Context: an optimization exercise on an open-source flow, tuned for small area and a short achievable clock period. The choices shown serve that exercise and are no tape-out recipe. Function was checked by simulation only, so behaviour that the tests miss may differ from the original.

==> harbor <==
Design mul_pipe_unit, start of the top module:
module mul_pipe_unit #(
   parameter int WIDTH   = 32,
   parameter int LATENCY = 4
) (
   input  logic               clk,
   input  logic               rst,
   input  logic               start,
   input  logic               is_signed,
   input  logic [WIDTH-1:0]   a,
   input  logic [WIDTH-1:0]   b,
   input  logic               flush,
   output logic               busy,
   output logic               done,
   output logic [2*WIDTH-1:0] result,
   output logic [1:0]         dbg_state
);
clock: 11.0 ns
lec_check: 0
cap_margin: 20
core_margin: 2
core_utilization: 55
slew_margin: 20
standard.sh (not shown) runs the stock make flow with config.mk's settings and CLKGATE_MAP_FILE= SYNTH_SCRIPT=/design/flow/synth_recipe.tcl, a recipe that flattens the netlist after the stock synthesis.
==> flow/flow/run.sh <==
#!/bin/bash
# Own layout flow: the standard flow, with these changes.
#  1. After the standard synthesis, flow/faflip.py re-chooses the polarity of each full-adder cell
#     (FA(~a,~b,~c) = ~FA(a,b,c)) so that most of the inverters Yosys's extract_fa leaves between
#     adders go away; it also looks through the larger inverters and reuses them as inverted
#     copies, and folds inverters into the xor2/xnor2 gates that feed them. Registers are untouched.
#  2. Ports are buffered with sky130_fd_sc_hd__buf_1 instead of the flow's default pick.
#  3. Up to CTS, repair_timing aims 6.6 ns beyond the clock period on the worst path only (no TNS
#     repair); routing and the steps after it run with the standard margin.
# Each step's output goes to a log file of its own here; ORFS's own logs are under orfs/logs.
set -euo pipefail
R=orfs/results/sky130hd/mul_pipe_unit/base
PORTS="BUFFER_PORTS_ARGS=-buffer_cell sky130_fd_sc_hd__buf_1"
bash standard.sh synth > log_synth.txt 2>&1
python3 flow/faflip.py $R/1_2_yosys.v $R/1_2_yosys.faflip.v > log_faflip.txt 2>&1
cp $R/1_2_yosys.v $R/1_2_yosys.orig.v
mv $R/1_2_yosys.faflip.v $R/1_2_yosys.v
rm -f $R/1_synth.odb
touch $R/1_2_yosys.v
bash standard.sh "$PORTS" SETUP_SLACK_MARGIN=6.6 TNS_END_PERCENT=0 cts > log_cts.txt 2>&1
bash standard.sh "$PORTS" finish > log_finish.txt 2>&1
Other scripts of this flow, unchanged in this note and not shown: flow/flow/faflip.py
==> cedar: changes against harbor <==
--- a/flow/design.v
+++ b/flow/design.v
@@ -1126,74 +1126,10 @@
       sel_neg <= nx_neg;
       sel_one <= nx_one;
       sel_two <= nx_two;
    end
    assign busy      = busy_r;
    assign done      = done_r;
-   wire ba0 = &result_r[39:36];
-   wire ba1 = &result_r[43:40];
-   wire ba2 = &result_r[47:44];
-   wire ba3 = &result_r[51:48];
-   wire ba4 = &result_r[55:52];
-   wire ba5 = &result_r[59:56];
-   wire ba6 = &result_r[63:60];
-   wire bg1_1 = (rc[1] & ba1) | (ba1 & (rc[0] & ba0));
-   wire bp1_1 = ba1 & ba0;
-   wire bg1_2 = (rc[2] & ba2) | (ba2 & (rc[1] & ba1));
-   wire bp1_2 = ba2 & ba1;
-   wire bg1_3 = (rc[3] & ba3) | (ba3 & (rc[2] & ba2));
-   wire bp1_3 = ba3 & ba2;
-   wire bg1_4 = (rc[4] & ba4) | (ba4 & (rc[3] & ba3));
-   wire bp1_4 = ba4 & ba3;
-   wire bg1_5 = (rc[5] & ba5) | (ba5 & (rc[4] & ba4));
-   wire bp1_5 = ba5 & ba4;
-   wire bg2_2 = bg1_2 | (bp1_2 & (rc[0] & ba0));
-   wire bp2_2 = bp1_2 & ba0;
-   wire bg2_3 = bg1_3 | (bp1_3 & bg1_1);
-   wire bp2_3 = bp1_3 & bp1_1;
-   wire bg2_4 = bg1_4 | (bp1_4 & bg1_2);
-   wire bp2_4 = bp1_4 & bp1_2;
-   wire bg2_5 = bg1_5 | (bp1_5 & bg1_3);
-   wire bp2_5 = bp1_5 & bp1_3;
-   wire bg3_4 = bg2_4 | (bp2_4 & (rc[0] & ba0));
-   wire bp3_4 = bp2_4 & ba0;
-   wire bg3_5 = bg2_5 | (bp2_5 & bg1_1);
-   wire bp3_5 = bp2_5 & bp1_1;
-   wire bc0 = rc[0];
-   assign rhi[12] = result_r[36] ^ bc0;
-   assign rhi[13] = (result_r[36]) ? (result_r[37] ^ bc0) : result_r[37];
-   assign rhi[14] = (result_r[36] & result_r[37]) ? (result_r[38] ^ bc0) : result_r[38];
-   assign rhi[15] = (result_r[36] & result_r[37] & result_r[38]) ? (result_r[39] ^ bc0) : result_r[39];
-   wire bc1 = (rc[1] | (rc[0] & ba0));
-   assign rhi[16] = result_r[40] ^ bc1;
-   assign rhi[17] = (result_r[40]) ? (result_r[41] ^ bc1) : result_r[41];
-   assign rhi[18] = (result_r[40] & result_r[41]) ? (result_r[42] ^ bc1) : result_r[42];
-   assign rhi[19] = (result_r[40] & result_r[41] & result_r[42]) ? (result_r[43] ^ bc1) : result_r[43];
-   wire bc2 = (rc[2] | bg1_1);
-   assign rhi[20] = result_r[44] ^ bc2;
-   assign rhi[21] = (result_r[44]) ? (result_r[45] ^ bc2) : result_r[45];
-   assign rhi[22] = (result_r[44] & result_r[45]) ? (result_r[46] ^ bc2) : result_r[46];
-   assign rhi[23] = (result_r[44] & result_r[45] & result_r[46]) ? (result_r[47] ^ bc2) : result_r[47];
-   wire bc3 = (rc[3] | bg2_2);
-   assign rhi[24] = result_r[48] ^ bc3;
-   assign rhi[25] = (result_r[48]) ? (result_r[49] ^ bc3) : result_r[49];
-   assign rhi[26] = (result_r[48] & result_r[49]) ? (result_r[50] ^ bc3) : result_r[50];
-   assign rhi[27] = (result_r[48] & result_r[49] & result_r[50]) ? (result_r[51] ^ bc3) : result_r[51];
-   wire bc4 = (rc[4] | bg2_3);
-   assign rhi[28] = result_r[52] ^ bc4;
-   assign rhi[29] = (result_r[52]) ? (result_r[53] ^ bc4) : result_r[53];
-   assign rhi[30] = (result_r[52] & result_r[53]) ? (result_r[54] ^ bc4) : result_r[54];
-   assign rhi[31] = (result_r[52] & result_r[53] & result_r[54]) ? (result_r[55] ^ bc4) : result_r[55];
-   wire bc5 = (rc[5] | bg3_4);
-   assign rhi[32] = result_r[56] ^ bc5;
-   assign rhi[33] = (result_r[56]) ? (result_r[57] ^ bc5) : result_r[57];
-   assign rhi[34] = (result_r[56] & result_r[57]) ? (result_r[58] ^ bc5) : result_r[58];
-   assign rhi[35] = (result_r[56] & result_r[57] & result_r[58]) ? (result_r[59] ^ bc5) : result_r[59];
-   wire bc6 = (rc[6] | bg3_5);
-   assign rhi[36] = result_r[60] ^ bc6;
-   assign rhi[37] = (result_r[60]) ? (result_r[61] ^ bc6) : result_r[61];
-   assign rhi[38] = (result_r[60] & result_r[61]) ? (result_r[62] ^ bc6) : result_r[62];
-   assign rhi[39] = (result_r[60] & result_r[61] & result_r[62]) ? (result_r[63] ^ bc6) : result_r[63];
-   assign rhi[11:0] = result_r[35:24];
+   assign rhi       = result_r[63:24] + ((40'(rc[0]) << 12) | (40'(rc[1]) << 16) | (40'(rc[2]) << 20) | (40'(rc[3]) << 24) | (40'(rc[4]) << 28) | (40'(rc[5]) << 32) | (40'(rc[6]) << 36));
    assign result    = {rhi, result_r[23:0]};
    assign dbg_state = {1'b0, busy_r};
 endmodule
==> results.txt <==
- In harbor the die area is smaller than in cedar, by about 2%.
- Flip-flop and latch count is the same in harbor and cedar.
- Between harbor and cedar, the lower routed wire length is in harbor (gap about 2.2%, measured against cedar).
- Of cedar and harbor, cedar has the higher synthesized cell count (gap about 2.4%, measured against harbor).
- Register-to-register slack: cedar is worse than harbor (140 ps).
- Of harbor and cedar, harbor has the higher core utilization (gap 0.31 points).
- Hold slack: harbor is worse than cedar (4.4 ps).
==> figures <==
|  | cedar | harbor |
|---|---|---|
| Final critical path time including I/O delays and setup | 4630 ps | 4460 ps |
| Worst setup margin | 6370 ps | 6540 ps |
| Post-Syn Nets | 1,975 | 1,929 |
| Std-Cell Core Area | 29,400 um^2 | 28,600 um^2 |
| Setup crit start | rc[0]$_SDFFE_PN0P_ | a_r[13]$_DFFE_PN_ |
| Tapcells inserted | 390 | 384 |
| Final-layout clock-cell area share | 3.62% | 3.33% |
| Largest stage delay on the critical path | 500 ps | 710 ps |
| Status | complete, no violations | complete, no violations |
| Die H | 176 um | 174 um |
| GR Layer Usage met3 | 6.07% | 5.80% |

* * *

==> quartz: inputs <==
mul_pipe_unit with an RTL version that a note above also has.
==> flow/config.mk <==
export PLATFORM = sky130hd
export DESIGN_NAME = mul_pipe_unit
export DESIGN_NICKNAME = mul_pipe_unit
export VERILOG_FILES = /design/flow/design.v
export SDC_FILE = /design/flow/constraint.sdc
export NUM_CORES = 4
export LEC_CHECK = 0
export CAP_MARGIN = 20
export CORE_MARGIN = 2
export CORE_UTILIZATION = 55
export SLEW_MARGIN = 20
==> flow/constraint.sdc <==
create_clock -name core_clock -period 11.0 [get_ports {clk}]
set_input_delay 2.2000 -clock core_clock [delete_from_list [all_inputs] [get_ports {clk}]]
set_output_delay 2.2000 -clock core_clock [all_outputs]
set_load 0.01 [all_outputs]
==> flow/flow/run.sh <==
#!/bin/bash
# Own layout flow: the standard flow, with these changes.
#  1. After the standard synthesis, flow/faflip.py re-chooses the polarity of each full-adder cell
#     (FA(~a,~b,~c) = ~FA(a,b,c)) so that most of the inverters Yosys's extract_fa leaves between
#     adders go away; it also looks through the larger inverters and reuses them as inverted
#     copies, and folds inverters into the xor2/xnor2 gates that feed them. Registers are untouched.
#  2. Ports are buffered with sky130_fd_sc_hd__buf_1 instead of the flow's default pick.
#  3. Synthesis and every later step also leave out the platform's slow complex gates (four-input
#     and-or cells and the like) and its weakest (_0) cells: flow/dont_use.txt lists the platform's own
#     don't-use cells followed by these.
#  4. Up to CTS, repair_timing aims 6.6 ns beyond the clock period on the worst path only (no TNS
#     repair); routing and the steps after it run with the standard margin.
# Each step's output goes to a log file of its own here; ORFS's own logs are under orfs/logs.
set -euo pipefail
R=orfs/results/sky130hd/mul_pipe_unit/base
PORTS="BUFFER_PORTS_ARGS=-buffer_cell sky130_fd_sc_hd__buf_1"
DU="DONT_USE_CELLS=$(cat flow/dont_use.txt)"
bash standard.sh "$DU" synth > log_synth.txt 2>&1
python3 flow/faflip.py $R/1_2_yosys.v $R/1_2_yosys.faflip.v > log_faflip.txt 2>&1
cp $R/1_2_yosys.v $R/1_2_yosys.orig.v
mv $R/1_2_yosys.faflip.v $R/1_2_yosys.v
rm -f $R/1_synth.odb
touch $R/1_2_yosys.v
bash standard.sh "$DU" "$PORTS" SETUP_SLACK_MARGIN=6.6 TNS_END_PERCENT=0 cts > log_cts.txt 2>&1
bash standard.sh "$DU" "$PORTS" finish > log_finish.txt 2>&1
Other scripts of this flow, unchanged in this note and not shown: flow/flow/dont_use.txt, flow/flow/faflip.py
==> violet (differences from quartz) <==
--- a/flow/design.v
+++ b/flow/design.v
@@ -1126,10 +1126,74 @@
       sel_neg <= nx_neg;
       sel_one <= nx_one;
       sel_two <= nx_two;
    end
    assign busy      = busy_r;
    assign done      = done_r;
-   assign rhi       = result_r[63:24] + ((40'(rc[0]) << 12) | (40'(rc[1]) << 16) | (40'(rc[2]) << 20) | (40'(rc[3]) << 24) | (40'(rc[4]) << 28) | (40'(rc[5]) << 32) | (40'(rc[6]) << 36));
+   wire ba0 = &result_r[39:36];
+   wire ba1 = &result_r[43:40];
+   wire ba2 = &result_r[47:44];
+   wire ba3 = &result_r[51:48];
+   wire ba4 = &result_r[55:52];
+   wire ba5 = &result_r[59:56];
+   wire ba6 = &result_r[63:60];
+   wire bg1_1 = (rc[1] & ba1) | (ba1 & (rc[0] & ba0));
+   wire bp1_1 = ba1 & ba0;
+   wire bg1_2 = (rc[2] & ba2) | (ba2 & (rc[1] & ba1));
+   wire bp1_2 = ba2 & ba1;
+   wire bg1_3 = (rc[3] & ba3) | (ba3 & (rc[2] & ba2));
+   wire bp1_3 = ba3 & ba2;
+   wire bg1_4 = (rc[4] & ba4) | (ba4 & (rc[3] & ba3));
+   wire bp1_4 = ba4 & ba3;
+   wire bg1_5 = (rc[5] & ba5) | (ba5 & (rc[4] & ba4));
+   wire bp1_5 = ba5 & ba4;
+   wire bg2_2 = bg1_2 | (bp1_2 & (rc[0] & ba0));
+   wire bp2_2 = bp1_2 & ba0;
+   wire bg2_3 = bg1_3 | (bp1_3 & bg1_1);
+   wire bp2_3 = bp1_3 & bp1_1;
+   wire bg2_4 = bg1_4 | (bp1_4 & bg1_2);
+   wire bp2_4 = bp1_4 & bp1_2;
+   wire bg2_5 = bg1_5 | (bp1_5 & bg1_3);
+   wire bp2_5 = bp1_5 & bp1_3;
+   wire bg3_4 = bg2_4 | (bp2_4 & (rc[0] & ba0));
+   wire bp3_4 = bp2_4 & ba0;
+   wire bg3_5 = bg2_5 | (bp2_5 & bg1_1);
+   wire bp3_5 = bp2_5 & bp1_1;
+   wire bc0 = rc[0];
+   assign rhi[12] = result_r[36] ^ bc0;
+   assign rhi[13] = (result_r[36]) ? (result_r[37] ^ bc0) : result_r[37];
+   assign rhi[14] = (result_r[36] & result_r[37]) ? (result_r[38] ^ bc0) : result_r[38];
+   assign rhi[15] = (result_r[36] & result_r[37] & result_r[38]) ? (result_r[39] ^ bc0) : result_r[39];
+   wire bc1 = (rc[1] | (rc[0] & ba0));
+   assign rhi[16] = result_r[40] ^ bc1;
+   assign rhi[17] = (result_r[40]) ? (result_r[41] ^ bc1) : result_r[41];
+   assign rhi[18] = (result_r[40] & result_r[41]) ? (result_r[42] ^ bc1) : result_r[42];
+   assign rhi[19] = (result_r[40] & result_r[41] & result_r[42]) ? (result_r[43] ^ bc1) : result_r[43];
+   wire bc2 = (rc[2] | bg1_1);
+   assign rhi[20] = result_r[44] ^ bc2;
+   assign rhi[21] = (result_r[44]) ? (result_r[45] ^ bc2) : result_r[45];
+   assign rhi[22] = (result_r[44] & result_r[45]) ? (result_r[46] ^ bc2) : result_r[46];
+   assign rhi[23] = (result_r[44] & result_r[45] & result_r[46]) ? (result_r[47] ^ bc2) : result_r[47];
+   wire bc3 = (rc[3] | bg2_2);
+   assign rhi[24] = result_r[48] ^ bc3;
+   assign rhi[25] = (result_r[48]) ? (result_r[49] ^ bc3) : result_r[49];
+   assign rhi[26] = (result_r[48] & result_r[49]) ? (result_r[50] ^ bc3) : result_r[50];
+   assign rhi[27] = (result_r[48] & result_r[49] & result_r[50]) ? (result_r[51] ^ bc3) : result_r[51];
+   wire bc4 = (rc[4] | bg2_3);
+   assign rhi[28] = result_r[52] ^ bc4;
+   assign rhi[29] = (result_r[52]) ? (result_r[53] ^ bc4) : result_r[53];
+   assign rhi[30] = (result_r[52] & result_r[53]) ? (result_r[54] ^ bc4) : result_r[54];
+   assign rhi[31] = (result_r[52] & result_r[53] & result_r[54]) ? (result_r[55] ^ bc4) : result_r[55];
+   wire bc5 = (rc[5] | bg3_4);
+   assign rhi[32] = result_r[56] ^ bc5;
+   assign rhi[33] = (result_r[56]) ? (result_r[57] ^ bc5) : result_r[57];
+   assign rhi[34] = (result_r[56] & result_r[57]) ? (result_r[58] ^ bc5) : result_r[58];
+   assign rhi[35] = (result_r[56] & result_r[57] & result_r[58]) ? (result_r[59] ^ bc5) : result_r[59];
+   wire bc6 = (rc[6] | bg3_5);
+   assign rhi[36] = result_r[60] ^ bc6;
+   assign rhi[37] = (result_r[60]) ? (result_r[61] ^ bc6) : result_r[61];
+   assign rhi[38] = (result_r[60] & result_r[61]) ? (result_r[62] ^ bc6) : result_r[62];
+   assign rhi[39] = (result_r[60] & result_r[61] & result_r[62]) ? (result_r[63] ^ bc6) : result_r[63];
+   assign rhi[11:0] = result_r[35:24];
    assign result    = {rhi, result_r[23:0]};
    assign dbg_state = {1'b0, busy_r};
 endmodule
==> flow/flow/run.sh (replaced) <==
#!/bin/bash
# Own layout flow: the standard flow, with these changes.
#  1. After the standard synthesis, flow/faflip.py re-chooses the polarity of each full-adder cell
#     (FA(~a,~b,~c) = ~FA(a,b,c)) so that most of the inverters Yosys's extract_fa leaves between
#     adders go away; it also looks through the larger inverters and reuses them as inverted
#     copies, and folds inverters into the xor2/xnor2 gates that feed them. Registers are untouched.
#  2. Ports are buffered with sky130_fd_sc_hd__buf_1 instead of the flow's default pick.
#  3. Synthesis and every later step also leave out the platform's slow complex gates (four-input
#     and-or cells and the like) and its weakest (_0) cells: flow/dont_use.txt lists the platform's own
#     don't-use cells followed by these.
#  4. Up to CTS, repair_timing aims 6.9 ns beyond the clock period on the worst path only (no TNS
#     repair); routing and the steps after it run with the standard margin.
# Each step's output goes to a log file of its own here; ORFS's own logs are under orfs/logs.
set -euo pipefail
R=orfs/results/sky130hd/mul_pipe_unit/base
PORTS="BUFFER_PORTS_ARGS=-buffer_cell sky130_fd_sc_hd__buf_1"
DU="DONT_USE_CELLS=$(cat flow/dont_use.txt)"
bash standard.sh "$DU" synth > log_synth.txt 2>&1
python3 flow/faflip.py $R/1_2_yosys.v $R/1_2_yosys.faflip.v > log_faflip.txt 2>&1
cp $R/1_2_yosys.v $R/1_2_yosys.orig.v
mv $R/1_2_yosys.faflip.v $R/1_2_yosys.v
rm -f $R/1_synth.odb
touch $R/1_2_yosys.v
bash standard.sh "$DU" "$PORTS" SETUP_SLACK_MARGIN=6.9 TNS_END_PERCENT=0 cts > log_cts.txt 2>&1
bash standard.sh "$DU" "$PORTS" finish > log_finish.txt 2>&1
==> umber (differences from quartz) <==
--- a/flow/design.v
+++ b/flow/design.v
@@ -1126,10 +1126,74 @@
       sel_neg <= nx_neg;
       sel_one <= nx_one;
       sel_two <= nx_two;
    end
    assign busy      = busy_r;
    assign done      = done_r;
-   assign rhi       = result_r[63:24] + ((40'(rc[0]) << 12) | (40'(rc[1]) << 16) | (40'(rc[2]) << 20) | (40'(rc[3]) << 24) | (40'(rc[4]) << 28) | (40'(rc[5]) << 32) | (40'(rc[6]) << 36));
+   wire ba0 = &result_r[39:36];
+   wire ba1 = &result_r[43:40];
+   wire ba2 = &result_r[47:44];
+   wire ba3 = &result_r[51:48];
+   wire ba4 = &result_r[55:52];
+   wire ba5 = &result_r[59:56];
+   wire ba6 = &result_r[63:60];
+   wire bg1_1 = (rc[1] & ba1) | (ba1 & (rc[0] & ba0));
+   wire bp1_1 = ba1 & ba0;
+   wire bg1_2 = (rc[2] & ba2) | (ba2 & (rc[1] & ba1));
+   wire bp1_2 = ba2 & ba1;
+   wire bg1_3 = (rc[3] & ba3) | (ba3 & (rc[2] & ba2));
+   wire bp1_3 = ba3 & ba2;
+   wire bg1_4 = (rc[4] & ba4) | (ba4 & (rc[3] & ba3));
+   wire bp1_4 = ba4 & ba3;
+   wire bg1_5 = (rc[5] & ba5) | (ba5 & (rc[4] & ba4));
+   wire bp1_5 = ba5 & ba4;
+   wire bg2_2 = bg1_2 | (bp1_2 & (rc[0] & ba0));
+   wire bp2_2 = bp1_2 & ba0;
+   wire bg2_3 = bg1_3 | (bp1_3 & bg1_1);
+   wire bp2_3 = bp1_3 & bp1_1;
+   wire bg2_4 = bg1_4 | (bp1_4 & bg1_2);
+   wire bp2_4 = bp1_4 & bp1_2;
+   wire bg2_5 = bg1_5 | (bp1_5 & bg1_3);
+   wire bp2_5 = bp1_5 & bp1_3;
+   wire bg3_4 = bg2_4 | (bp2_4 & (rc[0] & ba0));
+   wire bp3_4 = bp2_4 & ba0;
+   wire bg3_5 = bg2_5 | (bp2_5 & bg1_1);
+   wire bp3_5 = bp2_5 & bp1_1;
+   wire bc0 = rc[0];
+   assign rhi[12] = result_r[36] ^ bc0;
+   assign rhi[13] = (result_r[36]) ? (result_r[37] ^ bc0) : result_r[37];
+   assign rhi[14] = (result_r[36] & result_r[37]) ? (result_r[38] ^ bc0) : result_r[38];
+   assign rhi[15] = (result_r[36] & result_r[37] & result_r[38]) ? (result_r[39] ^ bc0) : result_r[39];
+   wire bc1 = (rc[1] | (rc[0] & ba0));
+   assign rhi[16] = result_r[40] ^ bc1;
+   assign rhi[17] = (result_r[40]) ? (result_r[41] ^ bc1) : result_r[41];
+   assign rhi[18] = (result_r[40] & result_r[41]) ? (result_r[42] ^ bc1) : result_r[42];
+   assign rhi[19] = (result_r[40] & result_r[41] & result_r[42]) ? (result_r[43] ^ bc1) : result_r[43];
+   wire bc2 = (rc[2] | bg1_1);
+   assign rhi[20] = result_r[44] ^ bc2;
+   assign rhi[21] = (result_r[44]) ? (result_r[45] ^ bc2) : result_r[45];
+   assign rhi[22] = (result_r[44] & result_r[45]) ? (result_r[46] ^ bc2) : result_r[46];
+   assign rhi[23] = (result_r[44] & result_r[45] & result_r[46]) ? (result_r[47] ^ bc2) : result_r[47];
+   wire bc3 = (rc[3] | bg2_2);
+   assign rhi[24] = result_r[48] ^ bc3;
+   assign rhi[25] = (result_r[48]) ? (result_r[49] ^ bc3) : result_r[49];
+   assign rhi[26] = (result_r[48] & result_r[49]) ? (result_r[50] ^ bc3) : result_r[50];
+   assign rhi[27] = (result_r[48] & result_r[49] & result_r[50]) ? (result_r[51] ^ bc3) : result_r[51];
+   wire bc4 = (rc[4] | bg2_3);
+   assign rhi[28] = result_r[52] ^ bc4;
+   assign rhi[29] = (result_r[52]) ? (result_r[53] ^ bc4) : result_r[53];
+   assign rhi[30] = (result_r[52] & result_r[53]) ? (result_r[54] ^ bc4) : result_r[54];
+   assign rhi[31] = (result_r[52] & result_r[53] & result_r[54]) ? (result_r[55] ^ bc4) : result_r[55];
+   wire bc5 = (rc[5] | bg3_4);
+   assign rhi[32] = result_r[56] ^ bc5;
+   assign rhi[33] = (result_r[56]) ? (result_r[57] ^ bc5) : result_r[57];
+   assign rhi[34] = (result_r[56] & result_r[57]) ? (result_r[58] ^ bc5) : result_r[58];
+   assign rhi[35] = (result_r[56] & result_r[57] & result_r[58]) ? (result_r[59] ^ bc5) : result_r[59];
+   wire bc6 = (rc[6] | bg3_5);
+   assign rhi[36] = result_r[60] ^ bc6;
+   assign rhi[37] = (result_r[60]) ? (result_r[61] ^ bc6) : result_r[61];
+   assign rhi[38] = (result_r[60] & result_r[61]) ? (result_r[62] ^ bc6) : result_r[62];
+   assign rhi[39] = (result_r[60] & result_r[61] & result_r[62]) ? (result_r[63] ^ bc6) : result_r[63];
+   assign rhi[11:0] = result_r[35:24];
    assign result    = {rhi, result_r[23:0]};
    assign dbg_state = {1'b0, busy_r};
 endmodule
==> results.txt <==
Worst hold slack, lowest first: violet, umber, quartz. First-iteration DRC count, lowest first: umber, quartz, violet. Flip-flop and latch count is the same in violet and quartz. Of quartz and umber, quartz has the higher clock skew (gap 0.0025 ns). Between quartz and umber, the lower sequential share of layout area is in quartz (gap 0.80 points). In quartz the area after synthesis is larger than in violet, by about 2.6%. Register-to-register slack: violet is better than quartz (0.16 ns). Between quartz and umber, the lower die area is in umber (gap about 2.5%, measured against umber). Worst setup slack: quartz < umber < violet. In umber the non-clock buffer count is lower than in quartz, by 8.
==> figures <==
item	umber	quartz	violet
Status	timing/DRC/antenna clean	timing/DRC/antenna clean	timing/DRC/antenna clean
Clock-cell share	0.03463	0.03312	0.03516
Wire length of the first global-routing pass	67,190 um	72,500 um	69,030 um
Height of the die	174.8 um	177.0 um	174.8 um
Final GP Congestion	0.8501	0.9094	0.8518
Met1 Use GR	0.4379	0.4288	0.4232
Sum of buffers and inverters on the critical path	3	1	2
Multi-input gate share of the layout cell area	0.6326	0.6407	0.6218
Count of nets after finishing	1,945	2,004	1,977
Instance count after placement with tap cells included	1,988	2,040	1,988
CTS clock-pin slew for the worst setup and hold paths	0.09 ns	0.08 ns	0.09 ns
Area of the die	0.03055 mm^2	0.03132 mm^2	0.03055 mm^2
Antenna fix cells	1	0	1
Total standard cell area after synthesis	0.01604 mm^2	0.01646 mm^2	0.01604 mm^2
Setup crit start	sel_two[0]	rc[5]	sel_neg[0]
Initial Util	0.5588	0.5567	0.5588
Placement Setup Slack	6.629 ns	6.447 ns	6.599 ns
Fin util	0.5916	0.5931	0.6026

## static timing again, ports no longer ideal
The results above use ideal ports. As a check the final layouts listed here were re-extracted and re-timed, cells and wires unchanged.
Step 1 sets driving cells, clkbuf_16 on the clock port and buf_2 on the other inputs (assumed; they add their load-dependent delay and slew).
Step 2, shift: input delay + t, output delay - t, t = (earliest + latest rising clock arrival at the registers) / 2. This alone moves slack from input paths to output paths.
Three values: no drivers, after step 1, after step 2; two values: the first two.
run | t, ns | setup slack, ns | worst hold slack (ns) | latest minus earliest clock arrival (ns) | worst slew at a driven data input, ns
harbor | 0.502 | 6.536 / 6.515 / 6.536 | 0.453 / 0.453 / 0.453 | 0.018 / 0.018 | 0.07
cedar | 0.502 | 6.373 / 6.319 / 6.401 | 0.457 / 0.457 / 0.457 | 0.022 / 0.021 | 0.06
quartz | 0.514 | 6.464 / 6.410 / 6.466 | 0.457 / 0.457 / 0.457 | 0.017 / 0.017 | 0.04
violet | 0.495 | 6.626 / 6.611 / 6.626 | 0.447 / 0.447 / 0.447 | 0.016 / 0.016 | 0.06
umber | 0.500 | 6.593 / 6.566 / 6.593 | 0.452 / 0.452 / 0.452 | 0.015 / 0.015 | 0.05
After both steps setup and hold are still met in every run listed.
